This design comes from an exercise in tuning for small area, a short achievable clock period and few clock cycles on the open sky130 flow, not from production work.
RTL that was checked went through simulation tests only; none was proved equivalent to the original.
For runs 4 to 7, only the layout was checked, not whether the RTL still works.

**flow/config.mk**
```make
export PLATFORM = sky130hd
export DESIGN_NAME = sw_align_top
export DESIGN_NICKNAME = sw_align_top
export VERILOG_FILES = /design/flow/design.v
export SDC_FILE = /design/flow/constraint.sdc
export NUM_CORES = 4
export LEC_CHECK = 0
export ABC_AREA = 1
export CAP_MARGIN = 20
export CORE_MARGIN = 2
export CORE_UTILIZATION = 40
export SLEW_MARGIN = 20
```
**flow/constraint.sdc**
```tcl
create_clock -name core_clock -period 10.0 [get_ports {i_clk}]
set_input_delay 2.0000 -clock core_clock [delete_from_list [all_inputs] [get_ports {i_clk}]]
set_output_delay 2.0000 -clock core_clock [all_outputs]
set_load 0.01 [all_outputs]
```
**flow/design.v**
```verilog
`default_nettype none
package sw_pkg;
    typedef logic signed [14-1:0] score_t;
    typedef logic [2-1:0] base_t;
    typedef logic [16*2-1:0] query_t;
    typedef logic [10-1:0] pos_t;
    typedef logic [5-1:0] col_t;
    typedef logic [7-1:0] hval_t;
    typedef logic [16*7-1:0] hvec_t;
endpackage
`default_nettype wire
`default_nettype none
module symbol_intake (
    input  wire                i_clk,
    input  wire                i_rst,
    input  wire                i_start,
    input  wire                i_done,
    input  wire                i_sym_req,
    input  wire sw_pkg::base_t i_sym,
    input  wire                i_sym_last,
    output logic               o_sym_ack,
    output logic               o_busy,
    output logic               o_start_q,
    output logic               o_step,
    output sw_pkg::base_t      o_step_base,
    output logic               o_last_step
);
    logic run;       
    logic start_ok;
    logic accept;
    assign start_ok = i_start && !o_busy;
    assign accept   = run && i_sym_req && !o_sym_ack;
    always_ff @(posedge i_clk or posedge i_rst) begin
        if (i_rst) begin
            o_busy      <= 1'b0;
            run         <= 1'b0;
            o_sym_ack   <= 1'b0;
            o_start_q   <= 1'b0;
            o_step      <= 1'b0;
            o_last_step <= 1'b0;
        end else begin
            o_start_q   <= start_ok;
            o_step      <= accept;
            o_last_step <= accept && i_sym_last;
            if (start_ok) begin
                o_busy <= 1'b1;
            end else if (i_done) begin
                o_busy <= 1'b0;
            end
            if (start_ok) begin
                run <= 1'b1;
            end else if (accept && i_sym_last) begin
                run <= 1'b0;
            end
            o_sym_ack <= accept || (o_sym_ack && i_sym_req);
        end
    end
    always_ff @(posedge i_clk) begin
        o_step_base <= i_sym;
    end
endmodule
`default_nettype wire
`default_nettype none
module pe_cell #(
    parameter int C  = 1,
    parameter int HB = 2,    
    parameter int DB = 1,    
    parameter int FB = 0,    
    parameter int FW = 1     
) (
    input  wire sw_pkg::base_t   i_a,
    input  wire sw_pkg::base_t   i_b,
    input  wire [DB-1:0]         i_h_diag,
    input  wire [HB-1:0]         i_h_top,
    input  wire [FW-1:0] i_f_top,
    output logic [HB-1:0]        o_h,
    output logic [FW-1:0] o_f
);
    localparam int W = HB + 1;
    logic [W-1:0] diag;
    logic [W-1:0] h_diag;
    logic [W-1:0] f_ext;
    logic [W-1:0] f_open;
    logic [W-1:0] top;
    logic [W-1:0] f_new;
    always_comb begin
        diag = W'(i_h_diag);
        top  = W'(i_h_top);
        if (i_a == i_b) begin
            h_diag = diag + W'(2);
        end else if (diag > W'(-(-3))) begin
            h_diag = diag - W'(-(-3));
        end else begin
            h_diag = '0;
        end
        f_ext  = '0;
        f_open = '0;
        f_new  = '0;
        if (FB > 0) begin
            f_ext  = (W'(i_f_top) > W'(-(-1))) ? W'(i_f_top) - W'(-(-1)) : '0;
            f_open = (top > W'(-(-12))) ? top - W'(-(-12)) : '0;
            f_new  = (f_ext > f_open) ? f_ext : f_open;
        end
        o_f = f_new[FW-1:0];
        o_h = (f_new > h_diag) ? f_new[HB-1:0] : h_diag[HB-1:0];
    end
endmodule
`default_nettype wire
`default_nettype none
module pe_array (
    input  wire                 i_clk,
    input  wire                 i_rst,
    input  wire                 i_start,
    input  wire                 i_query_load,
    input  wire sw_pkg::query_t i_query,
    input  wire                 i_step,
    input  wire sw_pkg::base_t  i_step_base,
    input  wire                 i_last_step,
    output sw_pkg::hvec_t       o_h_scores,
    output logic                o_valid,
    output logic                o_last
);
    localparam int N = 16;
    localparam int W = 7;
    sw_pkg::query_t query_q;
    sw_pkg::hval_t  h  [N+1];    
    logic [5:0]     z  [N+1];    
    logic [5:0]     pm [N+1];    
    logic           v1;
    logic           l1;
    assign h[0] = '0;
    assign z[0] = '0;
    logic [5:0] m78, m89, m910, m1011, m1112, m1213, m1314, m1415, m9to12;
    function automatic logic [5:0] max6(input logic [5:0] a, input logic [5:0] b);
        max6 = (a > b) ? a : b;
    endfunction
    assign m78    = max6(z[7],  z[8]);
    assign m89    = max6(z[8],  z[9]);
    assign m910   = max6(z[9],  z[10]);
    assign m1011  = max6(z[10], z[11]);
    assign m1112  = max6(z[11], z[12]);
    assign m1213  = max6(z[12], z[13]);
    assign m1314  = max6(z[13], z[14]);
    assign m1415  = max6(z[14], z[15]);
    assign m9to12 = max6(m910, m1112);
    assign pm[8]  = z[7];
    assign pm[9]  = m78;
    assign pm[10] = m89;
    assign pm[11] = max6(m89, z[10]);
    assign pm[12] = max6(m89, m1011);
    assign pm[13] = m9to12;
    assign pm[14] = max6(m9to12, z[13]);
    assign pm[15] = max6(m9to12, m1314);
    assign pm[16] = max6(max6(m1011, m1213), m1415);
    genvar gc;
    generate
        for (gc = 1; gc <= N; gc++) begin : g_col
            localparam int HB = $clog2(2 * gc + 1);
            localparam int DB = (gc == 1) ? 1 : $clog2(2 * gc - 1);
            localparam int FB = (2 * gc - 12 <= 0) ? 0 : $clog2(2 * gc - 11);
            localparam int FW = (FB > 0) ? FB : 1;
            logic [HB-1:0] hq;
            logic [HB-1:0] h1;
            logic [HB-1:0] h2;
            logic [FW-1:0] f1;
            logic [FW-1:0] fq;
            pe_cell #(.C(gc), .HB(HB), .DB(DB), .FB(FB), .FW(FW)) u_cell (
                .i_a      (query_q[(gc-1)*2 +: 2]),
                .i_b      (i_step_base),
                .i_h_diag (h[gc-1][DB-1:0]),
                .i_h_top  (hq),
                .i_f_top  (fq),
                .o_h      (h1),
                .o_f      (f1)
            );
            assign h[gc] = W'(hq);
            assign z[gc] = 6'(hq) + 6'(gc);
            if (gc >= 8) begin : g_gap
                logic [6:0] e;
                logic [6:0] thr;
                assign e   = 7'(pm[gc]) - 7'(11 + gc);
                assign thr = 7'(hq) + 7'(11 + gc);
                assign h2  = (7'(pm[gc]) > thr) ? e[HB-1:0] : hq;
            end else begin : g_nogap
                assign h2 = hq;
            end
            if (gc == 1) begin : g_h1
                logic hb;
                always_ff @(posedge i_clk) begin
                    if (i_start) hb <= 1'b0;
                    else if (i_step) hb <= h1[1];
                end
                assign hq = {hb, 1'b0};
            end else begin : g_h
                always_ff @(posedge i_clk) begin
                    if (i_start) hq <= '0;
                    else if (i_step) hq <= h1;
                    else hq <= h2;
                end
            end
            if (FB == 0) begin : g_nof
                assign fq = '0;
            end else begin : g_f
                always_ff @(posedge i_clk) begin
                    if (i_start) fq <= '0;
                    else if (i_step) fq <= f1;
                end
            end
            assign o_h_scores[(gc-1)*W +: W] = h[gc];
        end
    endgenerate
    always_ff @(posedge i_clk) begin
        if (i_query_load) query_q <= i_query;
    end
    always_ff @(posedge i_clk or posedge i_rst) begin
        if (i_rst) begin
            v1      <= 1'b0;
            l1      <= 1'b0;
            o_valid <= 1'b0;
            o_last  <= 1'b0;
        end else begin
            v1      <= i_step;
            l1      <= i_last_step;
            o_valid <= v1;
            o_last  <= l1;
        end
    end
endmodule
`default_nettype wire
`default_nettype none
module wavefront_max (
    input  wire                     i_clk,
    input  wire                     i_rst,
    input  wire sw_pkg::hvec_t      i_h_scores,
    input  wire sw_pkg::hval_t      i_best,
    input  wire                     i_valid,
    input  wire                     i_last,
    output logic [1:0]              o_row_key,
    output logic [5-2:0]    o_row_idx,     
    output logic                    o_valid,
    output logic                    o_last
);
    localparam int N     = 16;
    localparam int NODES = 2 * N - 1;
    localparam int W     = 7;
    logic [1:0]               node_key [NODES];
    logic [5-2:0]     node_idx [NODES];
    always_comb begin
        for (int k = 0; k < N; k++) begin
            sw_pkg::hval_t hk;
            logic [1:0]    dk;
            hk = i_h_scores[k*W +: W];
            dk = hk[1:0] - i_best[1:0];
            node_key[N-1+k] = (hk >= i_best) ? dk + 2'd1 : 2'd0;
            node_idx[N-1+k] = (5-1)'(k);
        end
        for (int k = N - 2; k >= 0; k--) begin
            if (node_key[2*k+2] >= node_key[2*k+1]) begin
                node_key[k] = node_key[2*k+2];
                node_idx[k] = node_idx[2*k+2];
            end else begin
                node_key[k] = node_key[2*k+1];
                node_idx[k] = node_idx[2*k+1];
            end
        end
    end
    always_ff @(posedge i_clk or posedge i_rst) begin
        if (i_rst) begin
            o_valid <= 1'b0;
            o_last  <= 1'b0;
        end else begin
            o_valid <= i_valid;
            o_last  <= i_last;
        end
    end
    always_ff @(posedge i_clk) begin
        if (i_valid) begin
            o_row_key <= node_key[0];
            o_row_idx <= node_idx[0];
        end
    end
endmodule
`default_nettype wire
`default_nettype none
module score_max_tracker (
    input  wire                  i_clk,
    input  wire                  i_rst,
    input  wire                  i_start,
    input  wire [1:0]            i_row_key,
    input  wire [5-2:0]  i_row_idx,     
    input  wire                  i_valid,
    input  wire                  i_last,
    output sw_pkg::hval_t        o_best,
    output sw_pkg::score_t       o_max_score,
    output sw_pkg::pos_t         o_max_row,
    output sw_pkg::col_t         o_max_col,
    output logic                 o_done,
    output logic                 o_done_d
);
    logic [5-2:0]   delta;
    sw_pkg::pos_t           row;
    logic                   win;
    assign win = i_row_key[1] || (i_row_key[0] && (i_row_idx >= delta));
    assign o_max_score = sw_pkg::score_t'(o_best);
    assign o_done_d    = i_valid && i_last;
    always_ff @(posedge i_clk or posedge i_rst) begin
        if (i_rst) begin
            o_done <= 1'b0;
        end else begin
            o_done <= o_done_d;
        end
    end
    always_ff @(posedge i_clk) begin
        if (i_start) begin
            o_best <= '0;
            delta  <= '0;
            row    <= sw_pkg::pos_t'(1);
        end else if (i_valid) begin
            row <= row + 1'b1;
            if (win) begin
                o_best    <= o_best + sw_pkg::hval_t'(i_row_key) - 1'b1;
                delta     <= i_row_idx;
                o_max_row <= row;
                o_max_col <= sw_pkg::col_t'(i_row_idx) + 1'b1;
            end else if (delta != '0) begin
                delta <= delta - 1'b1;
            end
        end
    end
endmodule
`default_nettype wire
`default_nettype none
module sw_align_top (
    input  wire                 i_clk,
    input  wire                 i_rst,
    input  wire                 i_start,
    input  wire sw_pkg::query_t i_query,
    input  wire                 i_sym_req,
    input  wire sw_pkg::base_t  i_sym,
    input  wire                 i_sym_last,
    output logic                o_sym_ack,
    output logic                o_busy,
    output logic                o_done,
    output sw_pkg::score_t      o_max_score,
    output sw_pkg::pos_t        o_max_row,
    output sw_pkg::col_t        o_max_col
);
    logic               start_q;
    logic               done_d;
    logic               step;
    sw_pkg::base_t      step_base;
    logic               last_step;
    sw_pkg::hvec_t      h_scores;
    logic               h_valid;
    logic               h_last;
    sw_pkg::hval_t      best;
    logic [1:0]         row_key;
    logic [5-2:0] row_idx;
    logic               row_valid;
    logic               row_last;
    symbol_intake u_intake (
        .i_clk        (i_clk),
        .i_rst        (i_rst),
        .i_start      (i_start),
        .i_done       (done_d),
        .i_sym_req    (i_sym_req),
        .i_sym        (i_sym),
        .i_sym_last   (i_sym_last),
        .o_sym_ack    (o_sym_ack),
        .o_busy       (o_busy),
        .o_start_q    (start_q),
        .o_step       (step),
        .o_step_base  (step_base),
        .o_last_step  (last_step)
    );
    pe_array u_array (
        .i_clk        (i_clk),
        .i_rst        (i_rst),
        .i_start      (start_q),
        .i_query_load (!o_busy),
        .i_query      (i_query),
        .i_step       (step),
        .i_step_base  (step_base),
        .i_last_step  (last_step),
        .o_h_scores   (h_scores),
        .o_valid      (h_valid),
        .o_last       (h_last)
    );
    wavefront_max u_wave_max (
        .i_clk        (i_clk),
        .i_rst        (i_rst),
        .i_h_scores   (h_scores),
        .i_best       (best),
        .i_valid      (h_valid),
        .i_last       (h_last),
        .o_row_key    (row_key),
        .o_row_idx    (row_idx),
        .o_valid      (row_valid),
        .o_last       (row_last)
    );
    score_max_tracker u_tracker (
        .i_clk        (i_clk),
        .i_rst        (i_rst),
        .i_start      (start_q),
        .i_row_key    (row_key),
        .i_row_idx    (row_idx),
        .i_valid      (row_valid),
        .i_last       (row_last),
        .o_best       (best),
        .o_max_score  (o_max_score),
        .o_max_row    (o_max_row),
        .o_max_col    (o_max_col),
        .o_done       (o_done),
        .o_done_d     (done_d)
    );
endmodule
`default_nettype wire
```
**flow/flow/run.sh**
```bash
#!/bin/bash
# Standard ORFS layout, except that synthesis leaves adders to ABC instead of
# extracting them into half/full adder cells (ADDER_MAP_FILE empty), which lets
# ABC optimise the small constant adders and comparators of this design.
set -euo pipefail
cd "$(dirname "$0")/.."
bash standard.sh ADDER_MAP_FILE= finish > make_finish.log 2>&1
```
**flow/standard.sh**
```bash
#!/bin/bash
# synth_recipe.tcl (not shown) runs the flow's synth.tcl, then flattens the netlist and writes it again
# the make line also repeats each setting of config.mk as NAME=value (left out here)
make -C /OpenROAD-flow-scripts/flow DESIGN_CONFIG=/design/flow/config.mk WORK_HOME=/design/flow/orfs CLKGATE_MAP_FILE= SYNTH_SCRIPT=/design/flow/synth_recipe.tcl "${@:-finish}"
```
==> results.cfg, run 1 <==
[status]
outcome = no timing/DRC/antenna violations

[cells_and_area]
layout.nets = 3267
fin_cells = 3848
stdcell_area_um2 = 20400
fin_util = 0.440
diodes = 0
area_delta_synth_final_pct = 9.38
nFillCells = 4977
layout-drive-gt1-share = 0.0562

[critical_path]
startpoint = u_array.g_col[14].hq[1]
reg2regPathDepth = 27
rrSetupSlack_ns = 5.02
slowest_delay_ns = 0.70
cpMostUsedCell = nand2_1
crit_family = simple AND/OR/NAND/NOR gates
required_ns = 10.42
reg2reg_to = u_array.g_col[16].hq[4]
worstPathBufferInverterCount = 3
critPathKind = reg -> reg
critPathLaunchType = flip-flop
cp_max_fo = 12
end_kind = flip-flop
cp.arrival_ns = 5.40
reg2reg_from = u_array.g_col[14].hq[1]
cp_slowest_cell = dfxtp_1

[clock_network]
cts_tree = yes
ctsHoldBuffers = 0
cts_made_buffers = 17
cts_setup_buffers = 0
cts.clk_slew.worst_paths_ns = 0.09
cts.sinks = 196
root_buffer = clkbuf_16
cts_buffer_depth = 2
insertion_delay_ns = 0.52
htreeDepth = 4
cts-resized-gates = 0

[grt]
grt_overflow = 0
grtUsageTotal = 0.249
antenna_found_initial = 0
grt_max_degree = 63
grt_pass1_wl_um = 96700
grt_pass1_vias = 19100

[synth]
syn_area_um2 = 18600
synth_cells = 3226
yosys-top-cells-area = nand2_1, dfxtp_1, inv_1
yosys_warnings = 28
synth_top_area_cell = nand2_1
synth_top_area_frac = 0.173
synth_area_per_cell_um2 = 5.77
synthArstFlopShare = 0.0663
synth-main-ff-cell = dfxtp_1
synth_enable_flop_cells = 53
synth.distinct_cells = 64
synth_seq_cells = 196
ys_seq_area_frac = 0.243

[floorplan]
fp.dieW_um = 220
start_util = 0.403
die_y_um = 220
coreArea_um2 = 46300
rows = 79
dieArea_um2 = 48300
ios = 71

[hold_path]
min_path_type = reg -> reg
min_from = u_array.v1
hold_end = u_array.o_valid
min_delay_path_depth = 0

[timing]
finalHoldViolCount = 0
hold_ws_ns = 0.356
fin_crit_sh = 0.498
setup_tns_ns = 0
tightest_slew_ns = 0.973
period_needed_ns = 4.98
setup_viol = 0
rsz0062_at_grt = false
finClkSkew_ns = 0.0155
max_freq_ghz = 0.201
relSlewSlack = 0.350
drv_slew = 0

[route]
via_per_inst = 5.41
drt_iter0_markers = 1646
drc = 0
wirelength_um = 59100
wl_per_cell_um = 15.4
num_vias = 20800
drtAntennaViolNets = 0
drt-pass1-iter-count = 6

[placement]
dp.cells = 3816
dpl.hpwl_um = 45300
gp_congestion = 0.959
place_area_um2 = 19700
portBuffers = 63

[job]
drv_cap = 0
[metal layers]
layer,track usage,up-vias,part of all wire
met4,0.0855,0,0.026
li1,-,10600,-
met1,0.327,9507,0.45
met2,0.417,632,0.46
met3,0.0367,90,0.064
met5,0,-,0
[final cells by class]
cell class | instances | area [um2] | area share
Sequential cell | 196 | 4520 | 0.222
Clock inverter | 15 | 240 | 0.0118
Multi-Input combinational cell | 2471 | 11900 | 0.586
Timing Repair Buffer | 76 | 736 | 0.0361
Tap cell | 607 | 759 | 0.0373
Inverter | 466 | 1750 | 0.0860
Clock buffer | 17 | 425 | 0.0209
[state kept, by name, summed over array words and instances, names as in the netlist, 4 cells and up]
| register | count |
|---|---|
| u_array.query_q | 32 |
| u_tracker.o_max_col | 5 |
| u_array.g_col.hq | 67 |
| u_tracker.o_best | 7 |
| u_array.g_col.fq | 39 |
| u_tracker.delta | 4 |
| u_wave_max.o_row_idx | 4 |
| u_tracker.row | 10 |
| u_tracker.o_max_row | 10 |
[Yosys cell counts, drive strengths merged (36+ instances only)]
cell type / n
o22ai: 36
clkbuf: 59
edfxtp: 53
o21ai: 324
nor2: 447
o211ai: 46
xnor2: 44
buf: 40
nand3: 208
inv: 459
nand2: 919
dfxtp: 130
a21oi: 204
[logic make-up (layout without fill, tap and decap cells)]
group           after synthesis  in the layout  share of synthesized area
buf+inv                     565            574                      0.118
compound gates              749            749                      0.232
other cells                   1              7                   0.000201
mux                           2              2                    0.00107
flops                       196            196                      0.243
xor+xnor                     69             69                     0.0324
simple gates               1644           1644                      0.374
[how the worst max path moves through the flow]
stage / endpoint / slack, ns / depth (start not counted)
after floorplan: u_array.g_col[16].hq[3] / 6.48 / 37
after global placement: u_array.g_col[16].hq[4] / 5.04 / 27
after detailed placement: u_array.g_col[16].hq[4] / 5.04 / 27
after CTS: u_array.g_col[16].hq[4] / 5.02 / 27
after global routing: u_array.g_col[16].hq[4] / 4.50 / 29
final: u_array.g_col[16].hq[4] / 5.02 / 27
[cell usage in the layout (no fill, tap or decap), drive strengths merged, types with 18 or more instances in the layout]
cell type	Yosys	routed
nor2	447	447
xnor2	44	44
o22ai	36	36
a31oi	28	28
o221ai	18	18
edfxtp	53	53
clkdlybuf4s50	0	63
o21ai	324	324
inv	459	470
nand2	919	919
o211ai	46	46
nand3	208	208
dfxtp	130	130
a21oi	204	204
xor2	25	25
nand4	19	19
nor3	25	25
[stage by stage]
stage,worst slack [ns]
2_1_floorplan,6.48
3_3_place_gp,5.04
3_5_place_dp,5.04
4_1_cts,5.02
5_1_grt,4.50
6_report,5.02
Testbench counts, summed over its fixed seeds: cycles 102,964.
==> inputs of run 2 (changes only) <==
--- a/flow/config.mk
+++ b/flow/config.mk
@@ -9,4 +9,5 @@
 export CAP_MARGIN = 20
 export CORE_MARGIN = 2
 export CORE_UTILIZATION = 40
+export SETUP_SLACK_MARGIN = 5
 export SLEW_MARGIN = 20
==> run 2 against run 1 <==
Effect of this change:
- still clean on timing, DRC and antenna
- cell area rose by 0.19%
- via count down 0.25%
- die area did not move
- area after synthesis is the same
- critical path type unchanged
- critical endpoint unchanged
- largest cell class unchanged
==> results.cfg, run 2 <==
[status]
outcome = no timing/DRC/antenna violations

[synth]
yosys_warnings = 28
synthArstFlopShare = 0.0663
syn_area_um2 = 18600
synth_top_area_cell = nand2_1
synth.area.mux_share = 0.00107
ys_seq_area_frac = 0.243
synth_area_per_cell_um2 = 5.77
synth_xor_area_frac = 0.0324
synth_enable_flop_cells = 53
synth-adder-area-share = 0
synth_top_family_by_area = simple AND/OR/NAND/NOR gates
synth_compound_gate_area_share = 0.232
synth-main-ff-cell = dfxtp_1
yosys-top-cells-area = nand2_1, dfxtp_1, inv_1
synth.distinct_cells = 64
synth_seq_cells = 196
yosys.cell_count.top_type = nand2_1
synth_top_area_frac = 0.173
synth_cells = 3226
yosys.area_share.simple = 0.374
synthTopCellsByCount = nand2_1, inv_1, nor2_1, o21ai_0, a21oi_1

[clock_network]
ctsHoldBuffers = 0
cts_buffer_depth = 2
cts-resized-gates = 0
cts_tree = yes
insertion_delay_ns = 0.51
htreeDepth = 4
cts_setup_buffers = 0
cts.clk_slew.worst_paths_ns = 0.09
cts.sinks = 196
cts_made_buffers = 17
root_buffer = clkbuf_16

[timing]
relSlewSlack = 0.368
drv_slew = 0
tightest_slew_ns = 0.945
fin_crit_sh = 0.455
setup_tns_ns = 0
finClkSkew_ns = 0.0151
rsz0062_at_grt = false
max_freq_ghz = 0.220
finalHoldViolCount = 0
period_needed_ns = 4.55
setup_viol = 0

[cells_and_area]
layout.nets = 3267
top_regs = u_array.g_col.hq x67, u_array.g_col.fq x39, u_array.query_q x32
layout_common_cells = nand2_1, inv_1, nor2_1
diodes = 0
max_flop_register = u_array.g_col.hq
stdcell_area_um2 = 20400
largest_reg_flops = 67
area_delta_synth_final_pct = 9.59
layout-drive-gt1-share = 0.0611
layout_commonest_cell = nand2_1

[critical_path]
critPathKind = reg -> reg
cp_slowest_cell = dfxtp_2
endpoint = u_array.g_col[16].hq[4]
critPathLaunchType = flip-flop
startpoint = u_array.g_col[10].hq[1]
end_kind = flip-flop
reg2reg_to = u_array.g_col[16].hq[4]
cp_num_cells = 35
required_ns = 10.42
rrSetupSlack_ns = 5.45
reg2regPathDepth = 35
cp_max_fo = 14
cp.arrival_ns = 4.96
worstPathBufferInverterCount = 3
crit_family = simple AND/OR/NAND/NOR gates
cpMostUsedCell = nand2_1
reg2reg_from = u_array.g_col[10].hq[1]
slowest_delay_ns = 0.57

[placement]
gp_congestion = 0.959
dpl.hpwl_um = 45300
portBuffers = 63
place_area_um2 = 19700

[route]
num_vias = 20800
wirelength_um = 59200
drtAntennaViolNets = 0
drc = 0
via_per_inst = 5.39
drt_iter0_markers = 1656
wl_per_cell_um = 15.4
drt-pass1-iter-count = 6

[grt]
grt_pass1_wl_um = 96700
grtUsageTotal = 0.249
grt_max_degree = 63
grt_overflow = 0
antenna_found_initial = 0
grt_pass1_vias = 19100

[hold_path]
min_path_type = reg -> reg

[floorplan]
die_y_um = 220
start_util = 0.403
rows = 79
coreArea_um2 = 46300
ios = 71
dieArea_um2 = 48300
fp.dieW_um = 220

[job]
drv_cap = 0
-- run 2: cell types whose count changed in the layout (fill, tap and decap cells not counted) --
cell / change
nor2_2: +1
clkinv_1: -1
o21ai_1: -1
o21ai_0: -2
clkinvlp_4: +1
a21oi_2: -1
a21oi_4: +1
dfxtp_1: -11
o21ai_2: +3
nor2_1: -1
dfxtp_2: +11
-- run 2: stage by stage --
stage | instances | hold slack, ns | utilization | setup slack, ns
floorplan | 3232 | 0.331 | - | 6.48
global placement | 3815 | 0.332 | 0.426 | 5.04
detailed placement | 3816 | 0.336 | 0.426 | 5.04
CTS | 3848 | 0.357 | 0.440 | 5.02
global route | 3848 | 0.366 | 0.441 | 5.01
finish | 3848 | 0.356 | 0.441 | 5.45
-- run 2: cell families after synthesis --
group,Yosys count
buf+inv,565
xor+xnor,69
simple gates,1644
compound gates,749
other cells,1
mux,2
flops,196
-- run 2: worst min-delay path by stage --
stage                                    start             end  slack (ns)  cells after the start
after CTS                           u_array.l1  u_array.o_last        0.36                      0
after floorplan           u_intake.o_last_step      u_array.l1        0.33                      0
final                     u_intake.o_last_step      u_array.l1        0.36                      0
after global placement              u_array.l1  u_array.o_last        0.33                      0
after detailed placement            u_array.l1  u_array.o_last        0.34                      0
after global routing                u_array.l1  u_array.o_last        0.37                      0
-- run 2: cell type report --
cell class                 count  area (um2)
inverter                     466        1760
tap                          607         759
clock buffer                  17         425
sequential                   196        4540
timing repair buffer          76         736
clock inverter                15         240
fill                        4973       25800
multi-input combinational   2471       12000
-- run 2: layer usage --
layer | wire length (um) | track usage | up-vias
met2 | 27400 | 0.417 | 617
met3 | 3640 | 0.0367 | 87
met5 | 0 | 0 | -
met4 | 1500 | 0.0855 | 0
met1 | 26700 | 0.327 | 9475
li1 | - | - | 10600
==> inputs of run 3 (changes only) <==
--- a/flow/flow/run.sh
+++ b/flow/flow/run.sh
@@ -4,4 +4,4 @@
 # ABC optimise the small constant adders and comparators of this design.
 set -euo pipefail
 cd "$(dirname "$0")/.."
-bash standard.sh ADDER_MAP_FILE= finish > make_finish.log 2>&1
+bash standard.sh ADDER_MAP_FILE= SETUP_SLACK_MARGIN=6.5 finish > make_finish.log 2>&1
--- a/flow/config.mk
+++ b/flow/config.mk
@@ -9,5 +9,4 @@
 export CAP_MARGIN = 20
 export CORE_MARGIN = 2
 export CORE_UTILIZATION = 40
-export SETUP_SLACK_MARGIN = 5
 export SLEW_MARGIN = 20
==> run 3 against run 2 <==
Effect of this change:
- critical path depth grew 5
- die area is the same
- first-iteration DRC count shrank 0.18%
- clock skew grew 0.0010 ns
- critical path type unchanged
- highest routed layer unchanged
==> results.cfg, run 3 <==
[synth]
yosys_warnings = 28
synth.distinct_cells = 64
yosys.area_share.simple = 0.374
syn_area_um2 = 18600
synth_enable_flop_cells = 53
synth_top_family_by_area = simple AND/OR/NAND/NOR gates
ys_seq_area_frac = 0.243
synth_compound_gate_area_share = 0.232
synth.area.mux_share = 0.00107
synthArstFlopShare = 0.0663
synth_top_area_cell = nand2_1
synthTopCellsByCount = nand2_1, inv_1, nor2_1, o21ai_0, a21oi_1
synth_xor_area_frac = 0.0324
yosys-top-cells-area = nand2_1, dfxtp_1, inv_1
synth_top_area_frac = 0.173
yosys.cell_count.top_type = nand2_1
synth-main-ff-cell = dfxtp_1
synth-adder-area-share = 0
synth_seq_cells = 196
synth_area_per_cell_um2 = 5.77
synth_cells = 3226

[timing]
finalHoldViolCount = 0
finClkSkew_ns = 0.0161
relSlewSlack = 0.419
tightest_slew_ns = 0.872
setup_viol = 0
fin_crit_sh = 0.420
rsz0062_at_grt = true
fin_ws_ns = 5.80
setup_tns_ns = 0
max_freq_ghz = 0.238
drv_slew = 0
period_needed_ns = 4.20

[cells_and_area]
max_flop_register = u_array.g_col.hq
area_delta_synth_final_pct = 27.2
layout_common_cells = nand2_1, nor2_1, inv_1
layout_commonest_cell = nand2_1
layout-drive-gt1-share = 0.200
top_regs = u_array.g_col.hq x67, u_array.g_col.fq x39, u_array.query_q x32
fin_util = 0.512
fin_cells = 4015
largest_reg_flops = 67
diodes = 0
layout.nets = 3434
nFillCells = 4668
stdcell_area_um2 = 23700

[route]
via_per_inst = 5.48
drtAntennaViolNets = 0
drc = 0
wl_per_cell_um = 16.2
num_vias = 22000
drt-pass1-iter-count = 7
drt_iter0_markers = 1653
wirelength_um = 65100

[critical_path]
cp_max_fo = 7
cp_slowest_cell = dfxtp_2
slowest_delay_ns = 0.33
cpMostUsedCell = nand2_4
reg2reg_from = u_array.g_col[11].hq[0]
required_ns = 10.45
critPathKind = reg -> reg
cp.arrival_ns = 4.65
rrSetupSlack_ns = 5.80
end_kind = flip-flop
startpoint = u_array.g_col[11].hq[0]
critPathLaunchType = flip-flop

[clock_network]
cts.sinks = 196
insertion_delay_ns = 0.52
cts_tree = yes
root_buffer = clkbuf_16
ctsHoldBuffers = 0
cts_buffer_depth = 2
htreeDepth = 4
cts_made_buffers = 17
cts.clk_slew.worst_paths_ns = 0.09

[grt]
grt_max_degree = 77
grt_pass1_vias = 20200
antenna_found_initial = 0
grtUsageTotal = 0.265
grt_pass1_wl_um = 102000
grt_overflow = 0

[hold_path]
min_path_type = reg -> reg
min_from = u_array.o_last

[job]
drv_cap = 0

[floorplan]
die_y_um = 220
dieArea_um2 = 48300
fp.dieW_um = 220
rows = 79
coreArea_um2 = 46300
start_util = 0.403
ios = 71

[placement]
portBuffers = 63
place_area_um2 = 19800
pre_cts_slack_ns = 4.96
gp_congestion = 0.938
dpl.hpwl_um = 45500
dp.cells = 3815

[status]
outcome = no timing/DRC/antenna violations
run 3: cell counts after synthesis:
No cell type changed its count.
run 3: path summary, 6_finish.rpt:
kind / end / cells past startpoint
min in group asynchronous: u_intake.o_last_step / 2
worst max register to register: u_array.g_col[16].hq[0] / 40
worst max-delay path: u_array.g_col[16].hq[0] / 40
worst min register to register: u_wave_max.o_last / 0
max in group asynchronous: u_intake.o_step / 2
worst min-delay path: u_wave_max.o_last / 0
run 3: cell families (layout without fill, tap and decap cells):
group / Yosys count / in the layout
compound gates: 749 / 750
xor+xnor: 69 / 69
other cells: 1 / 7
simple gates: 1644 / 1650
mux: 2 / 2
buf+inv: 565 / 734
flops: 196 / 196
run 3: what timing repair did:
| action | 4_1_cts | 5_1_grt |
|---|---|---|
| gates resized for setup | 343 | 231 |
| gates cloned | 8 | 1 |
| endpoints found under the setup margin | 48 | 48 |
| setup buffers | 89 | 70 |
| pin swaps | 79 | 132 |
run 3: worst max-delay path, delay by kind of cell (launching register included):
kind	cells	cell delay, ns
flip-flops	1	0.33
AND/OR/NAND/NOR	35	3.29
buffers and inverters	5	0.51
run 3: final cells by class:
class                   count  area, um2  area share
clock buffers              17        425      0.0180
clock inverters            15        234     0.00988
inverters                 466       1860      0.0783
multi-input cells        2478      13700       0.579
flip-flops and latches    196       4650       0.196
well taps                 607        759      0.0321
repair buffers            235       2040      0.0861
repair inverters            1       5.00    0.000211
run 3: layer usage:
layer | global-route usage | vias up | part of all wire
li1 | - | 11000 | -
met1 | 0.345 | 10200 | 0.43
met2 | 0.441 | 743 | 0.47
met3 | 0.0367 | 144 | 0.063
met4 | 0.103 | 0 | 0.032
met5 | 0 | - | 0
run 3: stage by stage:
step,hold WS (ns)
final,0.361
after global routing,0.369
after CTS,0.364
after detailed placement,0.343
after global placement,0.332
after floorplan,0.331
==> inputs of run 4 (changes only) <==
--- a/flow/design.v
+++ b/flow/design.v
@@ -20,6 +20,7 @@
     input  wire                i_sym_last,
     output logic               o_sym_ack,
     output logic               o_busy,
+    output logic               o_busy_i,    
     output logic               o_start_q,
     output logic               o_step,
     output sw_pkg::base_t      o_step_base,
@@ -28,11 +29,12 @@
     logic run;       
     logic start_ok;
     logic accept;
-    assign start_ok = i_start && !o_busy;
+    assign start_ok = i_start && !o_busy_i;
     assign accept   = run && i_sym_req && !o_sym_ack;
     always_ff @(posedge i_clk or posedge i_rst) begin
         if (i_rst) begin
             o_busy      <= 1'b0;
+            o_busy_i    <= 1'b0;
             run         <= 1'b0;
             o_sym_ack   <= 1'b0;
             o_start_q   <= 1'b0;
@@ -43,9 +45,11 @@
             o_step      <= accept;
             o_last_step <= accept && i_sym_last;
             if (start_ok) begin
-                o_busy <= 1'b1;
+                o_busy   <= 1'b1;
+                o_busy_i <= 1'b1;
             end else if (i_done) begin
-                o_busy <= 1'b0;
+                o_busy   <= 1'b0;
+                o_busy_i <= 1'b0;
             end
             if (start_ok) begin
                 run <= 1'b1;
@@ -299,9 +303,10 @@
 );
     logic [5-2:0]   delta;
     sw_pkg::pos_t           row;
+    sw_pkg::hval_t          score_q;     
     logic                   win;
     assign win = i_row_key[1] || (i_row_key[0] && (i_row_idx >= delta));
-    assign o_max_score = sw_pkg::score_t'(o_best);
+    assign o_max_score = sw_pkg::score_t'(score_q);
     assign o_done_d    = i_valid && i_last;
     always_ff @(posedge i_clk or posedge i_rst) begin
         if (i_rst) begin
@@ -312,13 +317,15 @@
     end
     always_ff @(posedge i_clk) begin
         if (i_start) begin
-            o_best <= '0;
+            o_best  <= '0;
+            score_q <= '0;
             delta  <= '0;
             row    <= sw_pkg::pos_t'(1);
         end else if (i_valid) begin
             row <= row + 1'b1;
             if (win) begin
                 o_best    <= o_best + sw_pkg::hval_t'(i_row_key) - 1'b1;
+                score_q   <= o_best + sw_pkg::hval_t'(i_row_key) - 1'b1;
                 delta     <= i_row_idx;
                 o_max_row <= row;
                 o_max_col <= sw_pkg::col_t'(i_row_idx) + 1'b1;
@@ -346,6 +353,7 @@
     output sw_pkg::col_t        o_max_col
 );
     logic               start_q;
+    logic               busy_i;
     logic               done_d;
     logic               step;
     sw_pkg::base_t      step_base;
@@ -368,6 +376,7 @@
         .i_sym_last   (i_sym_last),
         .o_sym_ack    (o_sym_ack),
         .o_busy       (o_busy),
+        .o_busy_i     (busy_i),
         .o_start_q    (start_q),
         .o_step       (step),
         .o_step_base  (step_base),
@@ -377,7 +386,7 @@
         .i_clk        (i_clk),
         .i_rst        (i_rst),
         .i_start      (start_q),
-        .i_query_load (!o_busy),
+        .i_query_load (!busy_i),
         .i_query      (i_query),
         .i_step       (step),
         .i_step_base  (step_base),
==> flow/flow/run.sh (replaced) <==
#!/bin/bash
# Standard ORFS layout with three changes, none of which touches the design or
# its constraints:
#  - synthesis leaves adders to ABC instead of extracting them into half/full
#    adder cells (ADDER_MAP_FILE empty), so ABC can optimise the small
#    constant adders and comparators of this design;
#  - the port buffers are buf_2 cells instead of the delay buffer that
#    buffer_ports picks by default;
#  - timing repair aims at the margin given below.
set -euo pipefail
cd "$(dirname "$0")/.."
bash standard.sh ADDER_MAP_FILE= "BUFFER_PORTS_ARGS=-buffer_cell sky130_fd_sc_hd__buf_2" \
    SETUP_SLACK_MARGIN=5 finish > make_finish.log 2>&1
==> run 4 against run 3 <==
Effect of this change:
- still clean
- count of clock-buffer cells in the layout grew 1
- area after synthesis grew 1.1%
- clock skew grew 0.014 ns
- worst hold slack lost 0.0076 ns
- via count shrank 4.7%
- global-route usage shrank 1.7 points
- final cell count shrank 3.5%
- wire length shrank 5.0%
- fmax shrank 7.3%
==> results.cfg, run 4 <==
[cells_and_area]
diodes = 0
multi_input_area_um2 = 12000
top_regs = u_array.g_col.hq x67, u_array.g_col.fq x39, u_array.query_q x32
regArea_um2 = 4540
layout_common_cells = nand2_1, inv_1, nor2_1
layout.nets = 3295
layout-drive-gt1-share = 0.0869
layout_commonest_cell = nand2_1
area_delta_synth_final_pct = 7.56
stdcell_area_um2 = 20300
nFillCells = 5006
largest_reg_flops = 67
max_flop_register = u_array.g_col.hq

[synth]
ys_seq_area_frac = 0.240
synthArstFlopShare = 0.0663
synth_cells = 3250
synth_seq_cells = 196
synth_top_area_cell = nand2_1
synth-main-ff-cell = dfxtp_1
synthTopCellsByCount = nand2_1, inv_1, nor2_1, o21ai_0, nand3_1
synth_enable_flop_cells = 53
synth_area_per_cell_um2 = 5.80
synth_top_area_frac = 0.170
yosys.cell_count.top_type = nand2_1
yosys_warnings = 28
syn_area_um2 = 18800
yosys-top-cells-area = nand2_1, dfxtp_1, inv_1
synth.distinct_cells = 62

[timing]
period_needed_ns = 4.54
setup_tns_ns = 0
fin_crit_sh = 0.454
hold_ws_ns = 0.353
relSlewSlack = 0.376
finClkSkew_ns = 0.0306
drv_slew = 0
rsz0062_at_grt = false
max_freq_ghz = 0.220
tightest_slew_ns = 0.926
setup_viol = 0
finalHoldViolCount = 0

[floorplan]
start_util = 0.405
coreArea_um2 = 46600
ios = 71
rows = 79
die_y_um = 221
fp.dieW_um = 221
dieArea_um2 = 48800

[grt]
grt_pass1_vias = 19100
grt_pass1_wl_um = 98600
grt_overflow = 0
grt_max_degree = 68
grtUsageTotal = 0.248
antenna_found_initial = 1

[placement]
place_area_um2 = 19600
gp_congestion = 0.934
portBuffers = 63
dpl.hpwl_um = 46600

[route]
wirelength_um = 61800
num_vias = 21000
drt_iter0_markers = 1578
drtAntennaViolNets = 0
drt-pass1-iter-count = 6
via_per_inst = 5.42
drc = 0
wl_per_cell_um = 15.9

[clock_network]
cts_buffer_depth = 2
cts.clk_slew.worst_paths_ns = 0.09
root_buffer = clkbuf_16
insertion_delay_ns = 0.51
cts.sinks = 196
cts_setup_buffers = 0
cts_tree = yes
ctsHoldBuffers = 0
htreeDepth = 4
cts_made_buffers = 17

[job]
drv_cap = 0

[critical_path]
cp_max_fo = 10
critPathLaunchType = flip-flop
end_kind = flip-flop
worstPathBufferInverterCount = 3
cpMostUsedCell = nand2_1
cp.arrival_ns = 4.93
required_ns = 10.40
slowest_delay_ns = 0.55
critPathKind = reg -> reg
crit_family = simple AND/OR/NAND/NOR gates
cp_slowest_cell = dfxtp_1

[hold_path]
min_path_type = reg -> reg

[status]
outcome = no timing/DRC/antenna violations
## run 4: final timing paths
path                                              from                      end  slack (ns)  cells past startpoint
min in group asynchronous                        i_rst          u_intake.o_busy        1.51                      2
worst max-delay path            u_array.g_col[9].hq[2]  u_array.g_col[14].hq[1]        5.46                     33
worst min-delay path                    u_array.o_last        u_wave_max.o_last        0.35                      0
worst max register to register  u_array.g_col[9].hq[2]  u_array.g_col[14].hq[1]        5.46                     33
max in group asynchronous                        i_rst          u_intake.o_step        8.12                      2
worst min register to register          u_array.o_last        u_wave_max.o_last        0.35                      0
## run 4: metal layers
metal	global-route usage	part of all wire	up-vias
li1	-	-	10600
met1	0.320	0.46	9654
met2	0.419	0.46	570
met3	0.0347	0.048	117
met4	0.0927	0.029	2
met5	0	0.00016	-
## run 4: final cells by class
| cell class | instances | area share |
|---|---|---|
| timing repair buffer | 81 | 0.0222 |
| multi-input combinational | 2466 | 0.594 |
| clock buffer | 18 | 0.0217 |
| sequential | 196 | 0.224 |
| clock inverter | 14 | 0.00945 |
| tap | 607 | 0.0375 |
| inverter | 494 | 0.0916 |
## run 4: logic make-up after synthesis
group                     synth area share
other                             0.000199
muxes                             0.000531
and+or+nand+nor                      0.378
buffers and inverters                0.123
DFF                                  0.240
xor gates and xnor gates            0.0279
AOI/OAI and AO/OA                    0.230
## run 4: repair_timing
| action | CTS | global route |
|---|---|---|
| resized for setup | 0 | 14 |
| setup endpoints to repair | 0 | 25 |
| endpoints found under the hold margin | 0 | 0 |
## run 4: through the flow
step | std cells | worst slack [ns] | util
after floorplan | 3256 | 6.47 | -
after global placement | 3844 | 5.23 | 0.421
after detailed placement | 3844 | 5.22 | 0.421
after CTS | 3876 | 5.19 | 0.435
after global routing | 3876 | 5.01 | 0.435
final | 3876 | 5.46 | 0.435
==> inputs of run 5 (changes only) <==
==> flow/flow/run.sh (replaced) <==
#!/bin/bash
# Standard ORFS layout with these changes, none of which touches the design or
# its constraints:
#  - synthesis leaves adders to ABC instead of extracting them into half/full
#    adder cells (ADDER_MAP_FILE empty), so ABC can optimise the small
#    constant adders and comparators of this design;
#  - ABC restructures and maps for area (a copy of ORFS's scripts
#    folder whose abc_area.script runs &deepsyn for 60 s, then a
#    mapping script like ORFS's area one: "dch; map -B 0.9; topo; stime; buffer; upsize;
#    dnsize");
#  - the port buffers are buf_2 cells instead of the delay buffer that
#    buffer_ports picks by default;
#  - timing repair aims at the margin given below.
# make's output goes to make_finish.log; each ORFS step logs to orfs/logs/.
set -euo pipefail
cd "$(dirname "$0")/.."
rm -rf scripts_abc
cp -r "$FLOW_HOME/scripts" scripts_abc
printf 'strash\n&get -n\n&deepsyn -T 60\n&put\ndch\nmap -B 0.9\ntopo\nstime -c\nbuffer -c\nupsize -c\ndnsize -c\n' > scripts_abc/abc_area.script
bash standard.sh ADDER_MAP_FILE= "SCRIPTS_DIR=$PWD/scripts_abc" \
    "BUFFER_PORTS_ARGS=-buffer_cell sky130_fd_sc_hd__buf_2" \
    SETUP_SLACK_MARGIN=7.0 finish > make_finish.log 2>&1
==> run 5 against run 4 <==
Effect of this change:
- still clean
- flip-flop and latch count is the same
- cell area shrank 5.6%
- utilization grew 6.2 points
- critical path depth grew 2
- wire length shrank 15%
- first-iteration DRC count shrank 0.51%
- critical path type unchanged
- critical endpoint is now u_array.g_col[15].hq[1]
==> results.cfg, run 5 <==
[floorplan]
rows = 72
start_util = 0.402
die_y_um = 201
ios = 71
dieArea_um2 = 40300
fp.dieW_um = 201
coreArea_um2 = 38500

[synth]
synth_top_area_cell = dfxtp_1
synth_cells = 2467
yosys-top-cells-area = dfxtp_1, nand2_1, edfxtp_1
synth_seq_cells = 196
synth_enable_flop_cells = 53
synth-main-ff-cell = dfxtp_1
synthTopCellsByCount = nand2_1, inv_1, o21ai_0, nor2_1, dfxtp_1
synth_area_per_cell_um2 = 6.27
yosys_warnings = 28
synthArstFlopShare = 0.0663
yosys.cell_count.top_type = nand2_1
ys_seq_area_frac = 0.292
synth_top_area_frac = 0.168
synth.distinct_cells = 67
syn_area_um2 = 15500

[cells_and_area]
layout-drive-gt1-share = 0.218
max_flop_register = u_array.g_col.hq
top_regs = u_array.g_col.hq x67, u_array.g_col.fq x39, u_array.query_q x32
fin_cells = 3163
largest_reg_flops = 67
nFillCells = 3830
layout_common_cells = nand2_1, inv_1, nor2_1
layout.nets = 2671
area_delta_synth_final_pct = 23.6
layout_commonest_cell = nand2_1
diodes = 0

[timing]
hold_ws_ns = 0.351
max_freq_ghz = 0.283
period_needed_ns = 3.53
setup_viol = 0
finalHoldViolCount = 0
relSlewSlack = 0.249
fin_crit_sh = 0.353
drv_slew = 0
rsz0062_at_grt = true
finClkSkew_ns = 0.0242
tightest_slew_ns = 1.13
setup_tns_ns = 0

[critical_path]
slowest_delay_ns = 0.39
cp_slowest_cell = dfxtp_4
reg2reg_to = u_array.g_col[15].hq[1]
required_ns = 10.43
end_kind = flip-flop
critPathLaunchType = flip-flop
reg2regPathDepth = 35
rrSetupSlack_ns = 6.47
critPathKind = reg -> reg
cp.arrival_ns = 3.96
reg2reg_from = u_array.g_col[10].hq[2]
cp_max_fo = 6

[route]
drt-pass1-iter-count = 5
drtAntennaViolNets = 0
via_per_inst = 5.53
drt_iter0_markers = 1570
wirelength_um = 52500
wl_per_cell_um = 16.6
num_vias = 17500
drc = 0

[job]
drv_cap = 0

[clock_network]
cts_made_buffers = 17
cts_tree = yes
htreeDepth = 4
cts.clk_slew.worst_paths_ns = 0.09
cts_buffer_depth = 2
cts.sinks = 196
insertion_delay_ns = 0.49
root_buffer = clkbuf_16

[status]
outcome = no timing/DRC/antenna violations

[grt]
grt_pass1_wl_um = 82900
grt_max_degree = 47
antenna_found_initial = 1
grtUsageTotal = 0.253
grt_overflow = 0
grt_pass1_vias = 16600

[placement]
dpl.hpwl_um = 36300
gp_congestion = 0.972
portBuffers = 63
dp.cells = 2983

[hold_path]
min_delay_path_depth = 0
min_from = u_array.l1
hold_end = u_array.o_last
min_path_type = reg -> reg
-- run 5: area by class of cell --
| type | count | area [um2] | share of cell area |
|---|---|---|---|
| multi-input combinational | 1815 | 10000 | 0.524 |
| clock inverter | 15 | 170 | 0.00889 |
| clock buffer | 17 | 425 | 0.0222 |
| timing repair buffer | 220 | 1690 | 0.0882 |
| inverter | 382 | 1510 | 0.0791 |
| sequential | 196 | 4660 | 0.244 |
| tap | 518 | 648 | 0.0339 |
-- run 5: critical path: cells and delay by family, from the launching register on --
family / cells / cell delay (ns)
compound gates: 2 / 0.31
buf+inv: 6 / 0.48
flops: 1 / 0.39
simple gates: 27 / 2.27
-- run 5: worst max path at each step --
stage	from	depth (start not counted)	slack [ns]	end
floorplan	u_array.g_col[10].hq[1]	28	7.01	u_array.g_col[16].hq[2]
global placement	u_tracker.score_q[1]	12	6.07	u_wave_max.o_row_idx[0]
detailed placement	u_tracker.score_q[1]	12	5.80	u_wave_max.o_row_idx[0]
CTS	u_array.g_col[10].hq[2]	35	6.64	u_array.g_col[15].hq[1]
global route	u_array.g_col[10].hq[2]	37	6.28	u_array.g_col[15].hq[1]
finish	u_array.g_col[10].hq[2]	35	6.47	u_array.g_col[15].hq[1]
-- run 5: kinds of logic after synthesis --
group,share of synthesized area
compound gates,0.251
xor+xnor,0.0317
buf+inv,0.119
flops,0.292
mux,0.000727
other cells,0.000242
simple gates,0.305
-- run 5: timing repair --
item                       in CTS  in global routing
pin swaps                      25                 52
hold buffers                    0                  0
buffers inserted              106                 36
setup endpoints to repair      59                 61
cloned                          5                  1
resized for setup             238                133
-- run 5: layer usage --
layer	GRT usage	routed length [um]	share of wire
met3	0.0474	3650	0.070
met5	0	12	0.00023
met4	0.115	1970	0.037
met1	0.313	22100	0.42
met2	0.428	24700	0.47
-- run 5: metrics by stage --
stage,area [um2],utilization,setup slack (ns)
6_report,19100,0.497,6.47
5_1_grt,19100,0.497,6.28
4_1_cts,18400,0.477,6.64
3_5_place_dp,16200,0.421,5.80
3_3_place_gp,16200,0.421,6.07
2_1_floorplan,15500,-,7.01
==> inputs of run 6 (changes only) <==
==> flow/flow/run.sh (replaced) <==
#!/bin/bash
# Standard ORFS layout with these changes, none of which touches the design or
# its constraints:
#  - synthesis leaves adders to ABC instead of extracting them into half/full
#    adder cells (ADDER_MAP_FILE empty), so ABC can optimise the small
#    constant adders and comparators of this design;
#  - ABC restructures and maps for area only (a copy of ORFS's scripts
#    folder whose abc_area.script runs &deepsyn for 60 s, then ORFS's
#    own area script: "dch; map -B 0.9; topo; stime; buffer; upsize;
#    dnsize");
#  - the port buffers are buf_2 cells instead of the delay buffer that
#    buffer_ports picks by default;
#  - timing repair aims at the margin given below.
# make's output goes to make_finish.log; each ORFS step logs to orfs/logs/.
set -euo pipefail
cd "$(dirname "$0")/.."
rm -rf scripts_abc
cp -r "$FLOW_HOME/scripts" scripts_abc
printf 'strash\n&get -n\n&deepsyn -T 60\n&put\ndch\nmap -B 0.9\ntopo\nstime -c\nbuffer -c\nupsize -c\ndnsize -c\n' > scripts_abc/abc_area.script
bash standard.sh ADDER_MAP_FILE= "SCRIPTS_DIR=$PWD/scripts_abc" \
    "BUFFER_PORTS_ARGS=-buffer_cell sky130_fd_sc_hd__buf_2" \
    SETUP_SLACK_MARGIN=6.5 finish > make_finish.log 2>&1
==> run 6 against run 5 <==
Effect of this change:
- non-clock buffer count decreased by 88
- still clean on timing, DRC and antenna
- critical endpoint is now o_max_score[3]
- wire length decreased by 4.0%
- setup slack improved by 0.090 ns
- sequential share of layout area grew 1.7 points
- critical path type is now reg -> out
==> results.cfg, run 6 <==
[status]
outcome = no timing/DRC/antenna violations

[cells_and_area]
fin_cells = 3106
top_regs = u_array.g_col.hq x67, u_array.g_col.fq x39, u_array.query_q x32
multi_input_area_um2 = 9610
area_delta_synth_final_pct = 14.1
layout-drive-gt1-share = 0.142
max_flop_register = u_array.g_col.hq
stdcell_area_um2 = 17700
regArea_um2 = 4620
diodes = 0
layout_common_cells = nand2_1, inv_1, nor2_1
layout.nets = 2614
largest_reg_flops = 67
layout_commonest_cell = nand2_1
nFillCells = 3968

[critical_path]
required_ns = 8.00
rrSetupSlack_ns = 6.62
critPathLaunchType = flip-flop
slowest_delay_ns = 0.73
cp_num_cells = 1
reg2reg_from = u_array.g_col[13].hq[1]
cp.arrival_ns = 1.44
endpoint = o_max_score[3]
worstPathBufferInverterCount = 1
cp_max_fo = 16
reg2reg_to = u_array.g_col[16].hq[0]
end_kind = primary output
reg2regPathDepth = 36
startpoint = u_tracker.score_q[3]
cp_slowest_cell = dfxtp_2
critPathKind = reg -> out
cp_cell_sequence = buf_2
crit_family = flip-flops

[synth]
synth_enable_flop_cells = 53
synth_top_area_frac = 0.167
ys_seq_area_frac = 0.291
synth.distinct_cells = 65
synthTopCellsByCount = nand2_1, inv_1, nor2_1, o21ai_0, nand3_1
yosys-top-cells-area = dfxtp_1, nand2_1, edfxtp_1
synthArstFlopShare = 0.0663
synth_cells = 2501
syn_area_um2 = 15500
synth_seq_cells = 196
synth_area_per_cell_um2 = 6.22
synth_top_area_cell = dfxtp_1
yosys_warnings = 28
yosys.cell_count.top_type = nand2_1
synth-main-ff-cell = dfxtp_1

[timing]
finalHoldViolCount = 0
finClkSkew_ns = 0.0158
setup_viol = 0
max_freq_ghz = 0.291
relSlewSlack = 0.274
period_needed_ns = 3.44
rsz0062_at_grt = false
fin_crit_sh = 0.344
tightest_slew_ns = 1.08
drv_slew = 0
setup_tns_ns = 0

[floorplan]
start_util = 0.404
dieArea_um2 = 40500
rows = 72
coreArea_um2 = 38500
fp.dieW_um = 201
ios = 71
die_y_um = 201

[placement]
dp.cells = 3016
gp_congestion = 0.988
dpl.hpwl_um = 36200
portBuffers = 63
place_area_um2 = 16200

[grt]
grt_overflow = 0
grt_pass1_wl_um = 79900
met2_usage = 0.404
top_usage_layer = met2
antenna_found_initial = 0
grtUsageTotal = 0.242
grtUsageMet1 = 0.311
grt_pass1_vias = 15900
gr-usage-met3 = 0.0420
grt_max_degree = 50

[clock_network]
cts.clk_slew.worst_paths_ns = 0.07
htreeDepth = 4
insertion_delay_ns = 0.47
cts_tree = yes
cts.sinks = 196
cts_buffer_depth = 2
cts_made_buffers = 17
root_buffer = clkbuf_16

[hold_path]
min_path_type = reg -> reg

[route]
drt_iter0_markers = 1583
wirelength_um = 50400
wl_per_cell_um = 16.2
drc = 0
drtAntennaViolNets = 0
via_per_inst = 5.55
num_vias = 17200
drt-pass1-iter-count = 6

[job]
drv_cap = 0
run 6: cell count changes after synthesis, sizes merged, moves of 6 or more:
| cell | change |
|---|---|
| inv | -18 |
| nand2 | +26 |
| nand3 | +44 |
| nand3b | +6 |
| nor3 | +12 |
| o211ai | -9 |
| o22ai | -9 |
| o32ai | -9 |
run 6: cell families (layout without fill, tap and decap cells):
kind of cell,count (synthesis),in the layout,share of synthesized area
flops,196,196,0.291
simple gates,1187,1190,0.326
other cells,1,7,0.000241
compound gates,609,609,0.235
xor+xnor,57,57,0.0321
buf+inv,451,529,0.116
run 6: layout make-up:
type / instances / share of cell area
clock buffers: 22 / 0.0268
multi-input cells: 1863 / 0.542
inverters: 365 / 0.0800
clock inverters: 10 / 0.00642
flip-flops and latches: 196 / 0.261
well taps: 518 / 0.0365
repair buffers: 132 / 0.0477
run 6: routing by layer:
layer	up-vias	wire, um
li1	8482	-
met5	-	0
met1	7935	21800
met2	675	23500
met3	138	3450
met4	0	1620
run 6: repair_timing:
action	CTS	global route
gates resized for setup	21	134
buffers inserted	8	47
endpoints found under the setup margin	30	31
hold buffers	0	0
cloned	0	3
pin swaps	0	12
run 6: stage by stage:
stage           util  worst slack (ns)  hold slack, ns
2_1_floorplan      -              7.14           0.331
3_3_place_gp   0.422              6.16           0.333
3_5_place_dp   0.422              6.03           0.336
4_1_cts        0.440              6.50           0.354
5_1_grt        0.461              6.40           0.365
6_report       0.461              6.56           0.351
run 6: worst min-delay path by stage:
stage	from	end	slack, ns	depth (start not counted)
6_report	u_intake.o_last_step	u_array.l1	0.35	0
4_1_cts	u_intake.o_last_step	u_array.l1	0.35	0
3_5_place_dp	u_intake.o_last_step	u_array.l1	0.34	0
3_3_place_gp	u_intake.o_last_step	u_array.l1	0.33	0
5_1_grt	u_intake.o_last_step	u_array.l1	0.37	0
2_1_floorplan	u_intake.o_last_step	u_array.l1	0.33	0
==> inputs of run 7 (changes only) <==
--- a/flow/design.v
+++ b/flow/design.v
@@ -134,28 +134,34 @@
     logic           l1;
     assign h[0] = '0;
     assign z[0] = '0;
-    logic [5:0] m78, m89, m910, m1011, m1112, m1213, m1314, m1415, m9to12;
-    function automatic logic [5:0] max6(input logic [5:0] a, input logic [5:0] b);
-        max6 = (a > b) ? a : b;
-    endfunction
-    assign m78    = max6(z[7],  z[8]);
-    assign m89    = max6(z[8],  z[9]);
-    assign m910   = max6(z[9],  z[10]);
-    assign m1011  = max6(z[10], z[11]);
-    assign m1112  = max6(z[11], z[12]);
-    assign m1213  = max6(z[12], z[13]);
-    assign m1314  = max6(z[13], z[14]);
-    assign m1415  = max6(z[14], z[15]);
-    assign m9to12 = max6(m910, m1112);
-    assign pm[8]  = z[7];
-    assign pm[9]  = m78;
-    assign pm[10] = m89;
-    assign pm[11] = max6(m89, z[10]);
-    assign pm[12] = max6(m89, m1011);
-    assign pm[13] = m9to12;
-    assign pm[14] = max6(m9to12, z[13]);
-    assign pm[15] = max6(m9to12, m1314);
-    assign pm[16] = max6(max6(m1011, m1213), m1415);
+    localparam int KL = 7;
+    localparam int KH = 15;
+    logic gt [KL:KH][KL:KH];     
+    always_comb begin
+        for (int a = KL; a <= KH; a++) begin
+            for (int b = KL; b <= KH; b++) begin
+                gt[a][b] = (z[a] > z[b]);
+            end
+        end
+    end
+    always_comb begin
+        for (int c = 0; c <= N; c++) pm[c] = '0;
+        for (int c = 8; c <= N; c++) begin
+            for (int k = KL; k <= KH; k++) begin
+                if (k >= (14 + c) / 3 && k < c) begin
+                    logic win;
+                    win = 1'b1;
+                    for (int j = KL; j <= KH; j++) begin
+                        if (j >= (14 + c) / 3 && j < c) begin
+                            if (j < k) win = win & !gt[j][k];
+                            if (j > k) win = win & gt[k][j];
+                        end
+                    end
+                    pm[c] = pm[c] | (win ? z[k] : 6'd0);
+                end
+            end
+        end
+    end
     genvar gc;
     generate
         for (gc = 1; gc <= N; gc++) begin : g_col
==> flow/flow/run.sh (replaced) <==
#!/bin/bash
# Standard ORFS layout with three changes, none of which touches the design or
# its constraints:
#  - synthesis leaves adders to ABC instead of extracting them into half/full
#    adder cells (ADDER_MAP_FILE empty), so ABC can optimise the small
#    constant adders and comparators of this design;
#  - the port buffers are buf_2 cells instead of the delay buffer that
#    buffer_ports picks by default;
#  - timing repair aims at the margin given below.
set -euo pipefail
cd "$(dirname "$0")/.."
bash standard.sh ADDER_MAP_FILE= "BUFFER_PORTS_ARGS=-buffer_cell sky130_fd_sc_hd__buf_2" \
    SETUP_SLACK_MARGIN=5 finish > make_finish.log 2>&1
==> run 7 against run 6 <==
Effect of this change:
- still clean on timing, DRC and antenna
- flip-flop and latch count did not move
- non-clock buffer count decreased by 50
- sequential share of layout area decreased by 5.6 points
- cell area is 25% higher
- fmax shrank 26%
- critical endpoint is now u_array.g_col[14].hq[2]
- highest routed layer unchanged
==> results.cfg, run 7 <==
[route]
drt-pass1-iter-count = 6
via_per_inst = 5.35
drc = 0
wirelength_um = 72800
wl_per_cell_um = 16.3
drt_iter0_markers = 2172
num_vias = 23900
drtAntennaViolNets = 0

[job]
drv_cap = 0

[cells_and_area]
max_flop_register = u_array.g_col.hq
regArea_um2 = 4520
layout-drive-gt1-share = 0.0716
layout_common_cells = nand2_1, nor2_1, inv_1
area_delta_synth_final_pct = 6.23
largest_reg_flops = 67
multi_input_area_um2 = 13800
diodes = 0
layout.nets = 3809
fin_util = 0.431
nFillCells = 5791
top_regs = u_array.g_col.hq x67, u_array.g_col.fq x39, u_array.query_q x32
layout_commonest_cell = nand2_1

[critical_path]
slowest_delay_ns = 0.88
crit_family = simple AND/OR/NAND/NOR gates
end_kind = flip-flop
reg2regPathDepth = 26
cp_slowest_cell = dfxtp_1
startpoint = u_array.g_col[12].hq[2]
cp_max_fo = 19
reg2reg_from = u_array.g_col[12].hq[2]
critPathKind = reg -> reg
worstPathBufferInverterCount = 3
required_ns = 10.45
critPathLaunchType = flip-flop
reg2reg_to = u_array.g_col[14].hq[2]
rrSetupSlack_ns = 5.36
cpMostUsedCell = nand2_1
cp_num_cells = 26
endpoint = u_array.g_col[14].hq[2]
cp.arrival_ns = 5.09

[grt]
grt_pass1_wl_um = 115000
grt_max_degree = 84
grt_pass1_vias = 21600
antenna_found_initial = 0
grtUsageTotal = 0.272
grt_overflow = 0

[timing]
finClkSkew_ns = 0.0261
relSlewSlack = 0.308
rsz0062_at_grt = false
hold_ws_ns = 0.352
max_freq_ghz = 0.216
period_needed_ns = 4.64
fin_crit_sh = 0.464
setup_viol = 0
tightest_slew_ns = 1.04
finalHoldViolCount = 0
drv_slew = 0
setup_tns_ns = 0
fin_ws_ns = 5.36

[status]
outcome = no timing/DRC/antenna violations

[floorplan]
rows = 83
fp.dieW_um = 232
die_y_um = 232
coreArea_um2 = 51400
dieArea_um2 = 53900
ios = 71
start_util = 0.405

[clock_network]
ctsHoldBuffers = 0
root_buffer = clkbuf_16
cts_setup_buffers = 0
cts.sinks = 196
cts_made_buffers = 17
cts_tree = yes
cts-resized-gates = 0
insertion_delay_ns = 0.53
cts.clk_slew.worst_paths_ns = 0.08
htreeDepth = 4
cts_buffer_depth = 2

[synth]
syn_area_um2 = 20800
synth_enable_flop_cells = 53
synth_seq_cells = 196
ys_seq_area_frac = 0.217
synthArstFlopShare = 0.0663
synth_area_per_cell_um2 = 5.49
synth-main-ff-cell = dfxtp_1
yosys-top-cells-area = nand2_1, dfxtp_1, nor2_1
synth_top_area_cell = nand2_1
yosys.cell_count.top_type = nand2_1
synthTopCellsByCount = nand2_1, nor2_1, inv_1, nand3_1, o21ai_0
synth_top_area_frac = 0.215
synth.distinct_cells = 59
yosys_warnings = 30
synth_cells = 3797

[placement]
pre_cts_slack_ns = 5.60
gp_congestion = 1.03
dpl.hpwl_um = 53300
portBuffers = 63

[hold_path]
min_delay_path_depth = 0
min_path_type = reg -> reg
==> run 7: cell count changes in the layout (fill, tap and decap cells not counted), sizes merged, moves of 12 or more <==
cell / delta
nand2: +566
nor2: +304
nand3: +155
inv: +145
a21oi: +73
buf: -47
nand4: +29
o22ai: -20
o221ai: -16
o2111ai: -12
o211ai: +12
==> run 7: stage by stage <==
stage	instances	instance area, um2
finish	4463	22100
global route	4463	22100
CTS	4463	22100
detailed placement	4431	21500
global placement	4431	21500
floorplan	3803	20900
==> run 7: area by class of cell <==
type	count	share of cell area
repair buffers	82	0.0207
well taps	680	0.0384
inverters	497	0.0845
clock inverters	15	0.00995
clock buffers	17	0.0192
multi-input cells	2976	0.623
flip-flops and latches	196	0.204
==> run 7: routing by layer <==
metal	track usage	part of all wire	vias to the layer above
met2	0.428	0.43	906
met1	0.368	0.45	10700
met5	0	0	-
li1	-	-	12200
met4	0.105	0.034	0
met3	0.0497	0.087	146
==> run 7: how the worst min path moves through the flow <==
stage / start / to / slack, ns
global route: u_array.o_last / u_wave_max.o_last / 0.36
floorplan: u_intake.o_last_step / u_array.l1 / 0.33
global placement: u_intake.o_last_step / u_array.l1 / 0.33
detailed placement: u_intake.o_last_step / u_array.l1 / 0.34
finish: u_intake.o_last_step / u_array.l1 / 0.35
CTS: u_intake.o_last_step / u_array.l1 / 0.36
==> run 7: kinds of logic (layout without fill, tap and decap cells) <==
logic type	after synthesis	in the layout	synth area share
other	1	7	0.000180
AOI/OAI and AO/OA	634	634	0.171
buffers and inverters	631	611	0.123
xor gates and xnor gates	60	60	0.0252
adders and majority gates	3	3	0.00144
and+or+nand+nor	2272	2272	0.462
DFF	196	196	0.217
==> run 7: worst reg2reg max path, cell delays in order (launching register included) <==
cell and delay (ns):
dfxtp_1 0.88, inv_1 0.56, nand2_1 0.21, nand2_2 0.13, nand2_2 0.16, inv_2 0.14, nand2_1 0.09, nand2_1 0.06
nand2_1 0.07, nand2_1 0.06, nor2_2 0.22, nand2_1 0.10, nor2_2 0.36, nand2_1 0.23, inv_2 0.15, nand2_1 0.06
nand3_1 0.12, nor2_1 0.09, nand2_1 0.09, nand2_1 0.07, nor2_2 0.11, nand4_1 0.12, nand2_2 0.13, nand2_2 0.10
nand2_1 0.11, nand2_1 0.05, nor2_1 0.11

==> what the ideal ports hide <==
In the flow no input, the clock included, has a driving cell. The finished layouts below were timed again as built, in two steps. Step 1 sets driving cells, clkbuf_16 on the clock port and buf_2 on the other inputs (assumed; they add their load-dependent delay and slew). Step 2 times the ports against the registers' clock, not the clock port: input delays grow and output delays shrink by t, the midpoint of the rising clock arrivals with the driver on. a / b / c = ideal / step 1 / step 2; a / b = the first two.
| run | t (ns) | setup WS [ns] | worst slew at a driven data input, ns |
|---|---|---|---|
| run 1 | 0.565 | 5.018 / 5.018 / 5.018 | 0.05 |
| run 2 | 0.562 | 5.454 / 5.454 / 5.454 | 0.05 |
| run 3 | 0.570 | 5.795 / 5.795 / 5.795 | 0.03 |
| run 4 | 0.550 | 5.464 / 5.464 / 5.464 | 0.04 |
| run 5 | 0.534 | 6.471 / 6.471 / 6.471 | 0.03 |
| run 6 | 0.516 | 6.562 / 6.505 / 6.622 | 0.03 |
| run 7 | 0.574 | 5.362 / 5.362 / 5.362 | 0.03 |
After both steps setup and hold are still met in every run listed.
